Context: an optimization exercise on an open-source flow, tuned for small area. The choices shown serve that exercise and are no tape-out recipe.
In this exercise RTL edits were held to simulation tests only and were not proved equivalent to the original.
Power and IR drop assume default switching activity.

==> flow/design.v <==
package mw_pkg;
    typedef logic [32-1:0] addr_t;
    typedef logic [32-1:0] word_t;
    typedef logic [31:0]               bytes_t;
    typedef logic [31:0]               words_t;
    typedef logic [8:0]                beats_t;    
    typedef logic [7:0]                axlen_t;
    localparam int BYTES_PER_WORD = 32 / 8;
    localparam logic [2:0] AXI_AWSIZE = 3'($clog2(BYTES_PER_WORD));
    localparam logic [1:0] AXI_AWBURST_INCR = 2'b01;
    localparam logic [BYTES_PER_WORD-1:0] AXI_WSTRB_ALL = '1;
    typedef struct packed {
        addr_t  base_addr;
        addr_t  high_addr;     
        bytes_t portion_size;
    } mem_cfg_t;
    typedef struct packed {
        addr_t  awaddr;
        axlen_t awlen;
    } aw_beat_t;
    typedef struct packed {
        word_t wdata;
        logic  wlast;
    } w_beat_t;
    typedef struct packed {
        words_t fifo_words;
        words_t remain_words;
        addr_t  cur_addr;
    } plan_in_t;
    typedef enum logic [2:0] {
        IDLE,
        WAIT_DATA,
        PLAN,
        WRITE,
        WAIT_B
    } engine_state_e;
endpackage
`timescale 1ns/10ps
module stream_fifo (
    input  logic          CLK,
    input  logic          RESET,
    input  logic          flush,
    input  mw_pkg::word_t s_tdata,
    input  logic          s_tvalid,
    output logic          s_tready,
    input  logic          accept_en,
    input  logic          pop,
    output mw_pkg::word_t rd_word,
    output logic [5:0]    cm1         
);
    logic [31:0][31:0] q;
    logic              push;
    logic              full;
    always_comb begin
        full     = (cm1 == 6'd31);
        s_tready = accept_en && !full;
        push     = s_tvalid && s_tready;
        rd_word  = q[cm1[4:0]];
    end
    always_ff @(posedge CLK) begin
        if (push) begin
            q <= {q[30:0], s_tdata};
        end
    end
    always_ff @(posedge CLK) begin
        if (RESET || flush) begin
            cm1 <= 6'h3F;
        end else if (push && !pop) begin
            cm1 <= cm1 + 1'b1;
        end else if (pop && !push) begin
            cm1 <= cm1 - 1'b1;
        end
    end
endmodule
`timescale 1ns/10ps
module burst_planner (
    input  logic [3:0] f_m1,
    input  logic [3:0] r_m1,
    input  logic [3:0] p_m1,
    input  logic [3:0] h_m1,
    output logic [3:0] len_m1
);
    logic [3:0] a;
    logic [3:0] b;
    always_comb begin
        a      = (f_m1 < r_m1) ? f_m1 : r_m1;
        b      = (p_m1 < h_m1) ? p_m1 : h_m1;
        len_m1 = (a < b) ? a : b;
    end
endmodule
`timescale 1ns/10ps
module write_engine (
    input  logic              CLK,
    input  logic              RESET,
    input  logic              run,
    input  logic              stop,
    input  mw_pkg::mem_cfg_t  cfg,
    input  logic [5:0]        cm1,
    input  logic              s_beat,
    output logic              pop,
    output logic              flush,
    output logic              accept_en,
    output logic [39:0]       aw,
    output logic              awvalid,
    input  logic              awready,
    output logic              wlast,
    output logic              wvalid,
    input  logic              wready,
    input  logic              bvalid,
    output logic              bready,
    output logic              status,
    output logic              done,
    output logic [31:0]       transmitted_bytes,
    output logic [31:0]       current_address
);
    localparam logic [2:0] S_IDLE  = 3'd0;
    localparam logic [2:0] S_WAIT  = 3'd1;
    localparam logic [2:0] S_P1    = 3'd2;
    localparam logic [2:0] S_P2    = 3'd3;
    localparam logic [2:0] S_P3    = 3'd4;
    localparam logic [2:0] S_WRITE = 3'd5;
    localparam logic [2:0] S_WAITB = 3'd6;
    logic [2:0]  state;
    logic [29:0] next_w;       
    logic [29:0] awaddr_w;     
    logic [29:0] tx_w;         
    logic [29:0] cur_w;        
    logic [3:0]  len_m1;       
    logic [3:0]  fill_m1;      
    logic [3:0]  beat_cnt;
    logic [6:0]  accum_timer;
    logic        stop_seen;
    logic        accum_done;
    logic        burst_due;
    logic        w_hs;
    logic        b_hs;
    logic [31:0] rem_m1;       
    logic        rem_small;    
    logic [30:0] high_m1;      
    logic        high_small;   
    logic [3:0]  r_m1;
    logic [3:0]  p_m1;
    logic [3:0]  h_m1;
    logic [3:0]  plan_m1;
    logic        in_ring;
    logic [29:0] run_w;
    logic        last_burst;
    logic        wraps;
    logic [4:0]  beats;
    always_comb begin
        status     = (state != S_IDLE);
        accept_en  = status;
        wvalid     = (state == S_WRITE);
        bready     = (state == S_WAITB);
        w_hs       = wvalid && wready;
        b_hs       = bvalid && bready;
        pop        = w_hs;
        flush      = run && (state == S_IDLE);
        wlast      = (beat_cnt == len_m1);
        accum_done = accum_timer[6];
        burst_due  = !cm1[5] && (cm1[4] || accum_done);
        rem_m1     = cfg.portion_size + ~{tx_w, 2'b00};
        rem_small  = (rem_m1[31:6] == '0);
        r_m1       = rem_small ? rem_m1[5:2] : 4'hF;
        high_m1    = {1'b0, cfg.high_addr[31:2]} + {1'b0, ~next_w};
        high_small = (high_m1[29:4] == '0);
        h_m1       = high_small ? high_m1[3:0] : 4'hF;
        p_m1       = (next_w[9:4] == 6'h3F) ? ~next_w[3:0] : 4'hF;
        in_ring    = (next_w >= cfg.base_addr[31:2]) && high_m1[30];
        run_w      = in_ring ? next_w : cfg.base_addr[31:2];
        last_burst = rem_small && (rem_m1[5:2] == len_m1);
        wraps      = high_small && (high_m1[3:0] == len_m1);
        beats      = {1'b0, len_m1} + 5'd1;
        aw         = {awaddr_w, 2'b00, 4'h0, len_m1};
        transmitted_bytes = {tx_w, 2'b00};
        current_address   = {cur_w, 2'b00};
    end
    burst_planner burst_planner_i (
        .f_m1   (fill_m1),
        .r_m1   (r_m1),
        .p_m1   (p_m1),
        .h_m1   (h_m1),
        .len_m1 (plan_m1)
    );
    always_ff @(posedge CLK) begin
        if (RESET || s_beat || state != S_WAIT || cm1[5]) begin
            accum_timer <= '0;
        end else if (!accum_done) begin
            accum_timer <= accum_timer + 1'b1;
        end
    end
    always_ff @(posedge CLK) begin
        if (state == S_WAIT) begin
            fill_m1 <= cm1[4] ? 4'hF : cm1[3:0];
        end
        if (state == S_P3) begin
            len_m1   <= plan_m1;
            awaddr_w <= next_w;
        end
    end
    always_ff @(posedge CLK) begin
        if (RESET) begin
            state     <= S_IDLE;
            done      <= 1'b0;
            awvalid   <= 1'b0;
            stop_seen <= 1'b0;
            beat_cnt  <= '0;
            next_w    <= '0;
            tx_w      <= '0;
            cur_w     <= '0;
        end else begin
            done <= 1'b0;
            if (awvalid && awready) begin
                awvalid <= 1'b0;
            end
            if (stop && state != S_IDLE) begin
                stop_seen <= 1'b1;
            end
            case (state)
                S_IDLE: begin
                    if (run) begin
                        state     <= S_WAIT;
                        stop_seen <= 1'b0;
                        next_w    <= run_w;
                        cur_w     <= run_w;
                        tx_w      <= '0;
                    end
                end
                S_WAIT: begin
                    if (stop || stop_seen) begin
                        state <= S_IDLE;
                    end else if (burst_due) begin
                        state <= S_P1;
                    end
                end
                S_P1: state <= S_P2;
                S_P2: state <= S_P3;
                S_P3: begin
                    awvalid  <= 1'b1;
                    beat_cnt <= '0;
                    state    <= S_WRITE;
                end
                S_WRITE: begin
                    if (w_hs) begin
                        beat_cnt <= beat_cnt + 1'b1;
                        if (wlast) begin
                            state <= S_WAITB;
                        end
                    end
                end
                S_WAITB: begin
                    if (b_hs) begin
                        tx_w   <= tx_w + 30'(beats);
                        next_w <= wraps ? cfg.base_addr[31:2] : next_w + 30'(beats);
                        if (last_burst) begin
                            state <= S_IDLE;
                            done  <= 1'b1;
                        end else if (stop_seen || stop) begin
                            state <= S_IDLE;
                        end else begin
                            state <= S_WAIT;
                        end
                    end
                end
                default: state <= S_IDLE;
            endcase
        end
    end
endmodule
`timescale 1ns/10ps
module memory_writer (
    input  logic                                CLK,
    input  logic                                RESET,
    input  mw_pkg::word_t                       s_tdata,
    input  logic                                s_tvalid,
    output logic                                s_tready,
    output mw_pkg::aw_beat_t                    aw,
    output logic                                awvalid,
    input  logic                                awready,
    output logic [2:0]                          awsize,
    output logic [1:0]                          awburst,
    output mw_pkg::w_beat_t                     w,
    output logic                                wvalid,
    input  logic                                wready,
    output logic [mw_pkg::BYTES_PER_WORD-1:0]   wstrb,
    input  logic                                bvalid,
    output logic                                bready,
    input  mw_pkg::mem_cfg_t                    cfg,
    input  logic                                run,
    input  logic                                stop,
    output logic                                status,
    output logic                                done,
    output mw_pkg::bytes_t                      transmitted_bytes,
    output mw_pkg::addr_t                       current_address
);
    logic          pop;
    logic          flush;
    logic          accept_en;
    logic          s_beat;
    logic          wlast;
    logic [39:0]   aw_bits;
    logic [5:0]    cm1;
    mw_pkg::word_t rd_word;
    assign awsize  = mw_pkg::AXI_AWSIZE;
    assign awburst = mw_pkg::AXI_AWBURST_INCR;
    assign wstrb   = mw_pkg::AXI_WSTRB_ALL;     
    assign s_beat  = s_tvalid && s_tready;
    assign aw      = aw_bits;
    assign w       = {rd_word, wlast};
    stream_fifo stream_fifo_i (
        .CLK       (CLK),
        .RESET     (RESET),
        .flush     (flush),
        .s_tdata   (s_tdata),
        .s_tvalid  (s_tvalid),
        .s_tready  (s_tready),
        .accept_en (accept_en),
        .pop       (pop),
        .rd_word   (rd_word),
        .cm1       (cm1)
    );
    write_engine write_engine_i (
        .CLK               (CLK),
        .RESET             (RESET),
        .run               (run),
        .stop              (stop),
        .cfg               (cfg),
        .cm1               (cm1),
        .s_beat            (s_beat),
        .pop               (pop),
        .flush             (flush),
        .accept_en         (accept_en),
        .aw                (aw_bits),
        .awvalid           (awvalid),
        .awready           (awready),
        .wlast             (wlast),
        .wvalid            (wvalid),
        .wready            (wready),
        .bvalid            (bvalid),
        .bready            (bready),
        .status            (status),
        .done              (done),
        .transmitted_bytes (transmitted_bytes),
        .current_address   (current_address)
    );
endmodule
==> flow/run.sh <==
#!/bin/bash
# synth_recipe.tcl (not shown) runs the flow's synth.tcl, then flattens the netlist and writes it again
# the make line also repeats each setting of config.mk as NAME=value (left out here)
make -C /OpenROAD-flow-scripts/flow DESIGN_CONFIG=/design/flow/config.mk WORK_HOME=/design/flow/orfs CLKGATE_MAP_FILE= SYNTH_SCRIPT=/design/flow/synth_recipe.tcl finish
==> flow/config.mk <==
export PLATFORM = sky130hd
export DESIGN_NAME = memory_writer
export DESIGN_NICKNAME = memory_writer
export VERILOG_FILES = /design/flow/design.v
export SDC_FILE = /design/flow/constraint.sdc
export NUM_CORES = 4
export LEC_CHECK = 0
export CAP_MARGIN = 20
export CORE_MARGIN = 2
export CORE_UTILIZATION = 40
export SLEW_MARGIN = 20
==> flow/constraint.sdc <==
create_clock -name core_clock -period 6.0 [get_ports {CLK}]
set_input_delay 1.2000 -clock core_clock [delete_from_list [all_inputs] [get_ports {CLK}]]
set_output_delay 1.2000 -clock core_clock [all_outputs]
set_load 0.01 [all_outputs]
==> run notes <==
==> kinds of logic (layout without fill, tap and decap cells) <==
family                     after synthesis  count (layout)  synth area share
and+or+nand+nor                        544             544            0.0511
other                                    2              23          0.000147
buffers and inverters                  292             959            0.0235
xor gates and xnor gates                83              83            0.0142
AOI/OAI and AO/OA                      475             475            0.0624
DFF                                   1175            1175             0.666
adders and majority gates              121             121            0.0301
muxes                                  375             375             0.152
==> cell usage in the layout, fill, tap and decap left out, types with 28 or more instances in the layout <==
cell type / synthesis / layout
edfxtp_1: 1062 / 1062
mux4_2: 320 / 320
buf_4: 20 / 312
clkdlybuf4s50_1: 0 / 258
nor2_1: 188 / 186
clkbuf_16: 0 / 133
inv_1: 125 / 122
a21oi_1: 138 / 122
nand2_1: 115 / 112
dfxtp_1: 113 / 108
ha_1: 117 / 100
xnor2_1: 55 / 54
o21ai_0: 65 / 53
a211oi_1: 49 / 43
nor3_1: 43 / 40
a21o_1: 40 / 39
nand4_1: 38 / 38
mux2_2: 34 / 34
clkbuf_1: 112 / 33
nand3_1: 33 / 32
xor2_1: 28 / 28
==> registers in the layout (all words and copies together), names as in the netlist <==
register and cells:
stream_fifo_i.cm1 6, write_engine_i.accum_timer 7, write_engine_i.cur_w 30, write_engine_i.state 3
write_engine_i.fill_m1 4, write_engine_i.done 1, stream_fifo_i.q 1024, write_engine_i.tx_w 30
write_engine_i.awvalid 1, write_engine_i.stop_seen 1, write_engine_i.next_w 30, write_engine_i.len_m1 4
write_engine_i.awaddr_w 30, write_engine_i.beat_cnt 4
==> final timing paths <==
| check | to | cells past startpoint | slack [ns] | start |
|---|---|---|---|---|
| worst max-delay path | write_engine_i.len_m1[2] | 29 | 0.1 | cfg[3] |
| worst min register to register | stream_fifo_i.q[997] | 0 | 0.43 | stream_fifo_i.q[965] |
| worst max register to register | write_engine_i.len_m1[2] | 30 | 0.42 | write_engine_i.next_w[0] |
| worst min-delay path | stream_fifo_i.q[997] | 0 | 0.43 | stream_fifo_i.q[965] |
==> worst max-delay path: cells and delay by family <==
family / cells / cell delay (ns)
muxes: 2 / 0.34
AOI/OAI and AO/OA: 10 / 1.83
buffers and inverters: 6 / 1.13
adders and majority gates: 3 / 0.59
and+or+nand+nor: 8 / 1.39
==> power breakdown <==
group | total, mW | switching [mW] | internal [mW]
clock network | 8.05 | 3.34 | 4.72
logic | 2.76 | 1.40 | 1.36
registers | 9.99 | 0.326 | 9.66
==> timing repair <==
item,CTS,global route
setup endpoints to repair,3,3
setup buffers,3,12
gates resized for setup,22,98
pin swaps,11,40
hold endpoints to repair,0,0
==> per-layer routing <==
metal | vias up | part of all wire | GRT usage
li1 | 13500 | - | -
met1 | 15300 | 0.47 | 0.269
met2 | 902 | 0.44 | 0.253
met3 | 187 | 0.059 | 0.0342
met4 | 6 | 0.028 | 0.0623
met5 | - | 0.00041 | 0
==> through the flow <==
step / instance area (um2) / setup slack [ns]
floorplan: 51400 / -4.42
global placement: 57900 / -0.938
detailed placement: 57900 / -1.11
CTS: 62400 / 0.000400
global route: 63000 / -0.0828
finish: 63000 / 0.0997
==> area by class of cell <==
type | instances | area, um2
Clock inverter | 66 | 759
Timing Repair Buffer | 592 | 5300
Clock buffer | 175 | 3580
Antenna cell | 4 | 10.0
Sequential cell | 1175 | 34200
Tap cell | 1662 | 2080
Inverter | 126 | 473
Multi-Input combinational cell | 1617 | 16600
Fill cell | 10600 | 64300
==> impl_results.md <==
- Synth area leaders: edfxtp_1 (62%), mux4_2 (14%), dfxtp_1 (4.4%), ha_1 (2.9%), nor2_1 (1.4%)
- Slew Viols, Final: 0
- Syn_area_per_cell: 16.7 um2
- Tot GR Track Use: 0.177
- Unique masters post-synth: 94
- Final period utilization: 0.983
- Clock sinks: 1175
- Post-Syn Area: 0.0512 mm2
- Hold Crit Class: reg -> reg
- Row count: 131
- Worst skew pair latency: 0.76 ns
- CP Launch Type: input pin
- Pre-antenna DRT Iters: 6
- Pwr per Cell Area: 330 mW/mm2
- Detail-routed net length per standard cell: 21.6 um
- CTS tree: done
- Worst EP arrival: 6.49 ns
- Syn Inst Count: 3067
- I/O pin cnt: 288
- CTS Root Cell: clkbuf_16
- Synth top area share: 0.622
- Area leader, netlist: edfxtp_1
- Final wirelength: 117000 um
- DP Wirelength: 74700 um
- H-tree levels: 4
- Port bufs: 264
- #FFs+latches synth: 1175
- Overall power: 20.8 mW
- Critical path's slowest cell: clkdlybuf4s50_1
- Worst-Margin Slew: 1.04 ns
- Crit path top cell by count: buf_4
- Seq/Total Area, Yosys: 0.666
- Most frequent cells after synthesis: edfxtp_1 (1062), mux4_2 (320), nor2_1 (188), a21oi_1 (138), inv_1 (125)
- Max Freq: 169 MHz
- Number of flops mapped to enable cells by yosys: 1062
- Layout cells sized above 1: 0.267
- Core Util, Final: 0.495
- Cell Count, Final, Fillers Out: 5417
- Minimum clock period after layout: 5.90 ns
- Vias in the first global route: 29.3k
- Area Overhead vs Synth: 23.0%
- Rel. slew slack: 0.304
- Gr ovfl total: 0
- CTS clk-pin slew, worst paths: 0.06 ns
- Routability congestion estimate from global placement: 0.902
- Initial Util: 0.402
- DRC viols: 0
- Die W: 362 um
- Die height: 362 um
- Crit Path Max Fanout: 4
- Top-count cell post-synth: edfxtp_1
- Initial DRC count: 3008
- First-pass GRT wire length: 179000 um
- Vias post-DR: 29.9k
- CTS Buf Count: 131
- Post-DRT Antenna Nets: 0
- Fin. Hold Viols: 0
- Pin count of the biggest net entering global routing: 182
- Die area: 0.131 mm2
- Crit Path Class: in -> reg
- Hold Slack: 0.434 ns
- Worst Path Required: 6.59 ns
- Ys Warns: 3
- CTS Buffer Depth: 3
- Antenna violations before repair: 9
- Max VDD drop: 0.310 mV
- Max-capacitance violation count: 0
- Final setup violation count: 0
- Routed vias/inst: 5.52
- Hold Buf Count CTS: 0
- Predominant post-synthesis flop cell: edfxtp_1
- Nature of the critical path endpoint: flop
- FFs w/ async S/R, synth: 0
- Setup Skew: 0.0282 ns
- LEAKAGE: 21.9 nW
- Post-Place Cells: 5157
- Area of the core: 0.127 mm2
- Setup TNS: 0 ns
- Nets: 3900
- Max stage delay on crit path: 0.44 ns
- Status: complete, no violations

what the ideal ports hide:
The results above use ideal ports. As a check the final layout listed here was re-extracted and re-timed, cells and wires unchanged. Step 1, drivers: a clkbuf_16 drives CLK and a buf_2 each remaining input, both assumed. Step 2 also shifts input and output timing later by t, the mid clock arrival at the registers, as if the neighbouring blocks saw the same clock. a / b / c = ideal ports / drivers / drivers and shift; a / b = the first two.
t, ns: 0.816
slack for setup (ns): 0.100 / 0.144 / -0.672
hold WS [ns]: 0.434 / 0.434 / 0.434
slew at the worst register clock pin (ns): 0.06 / 0.06
worst slew at a driven data input, ns: 0.16
With both steps, setup timing fails in this run, where it was met with ideal ports. For this run, drivers alone change the setup slack by +0.044 ns; drivers and shift together by -0.772 ns.
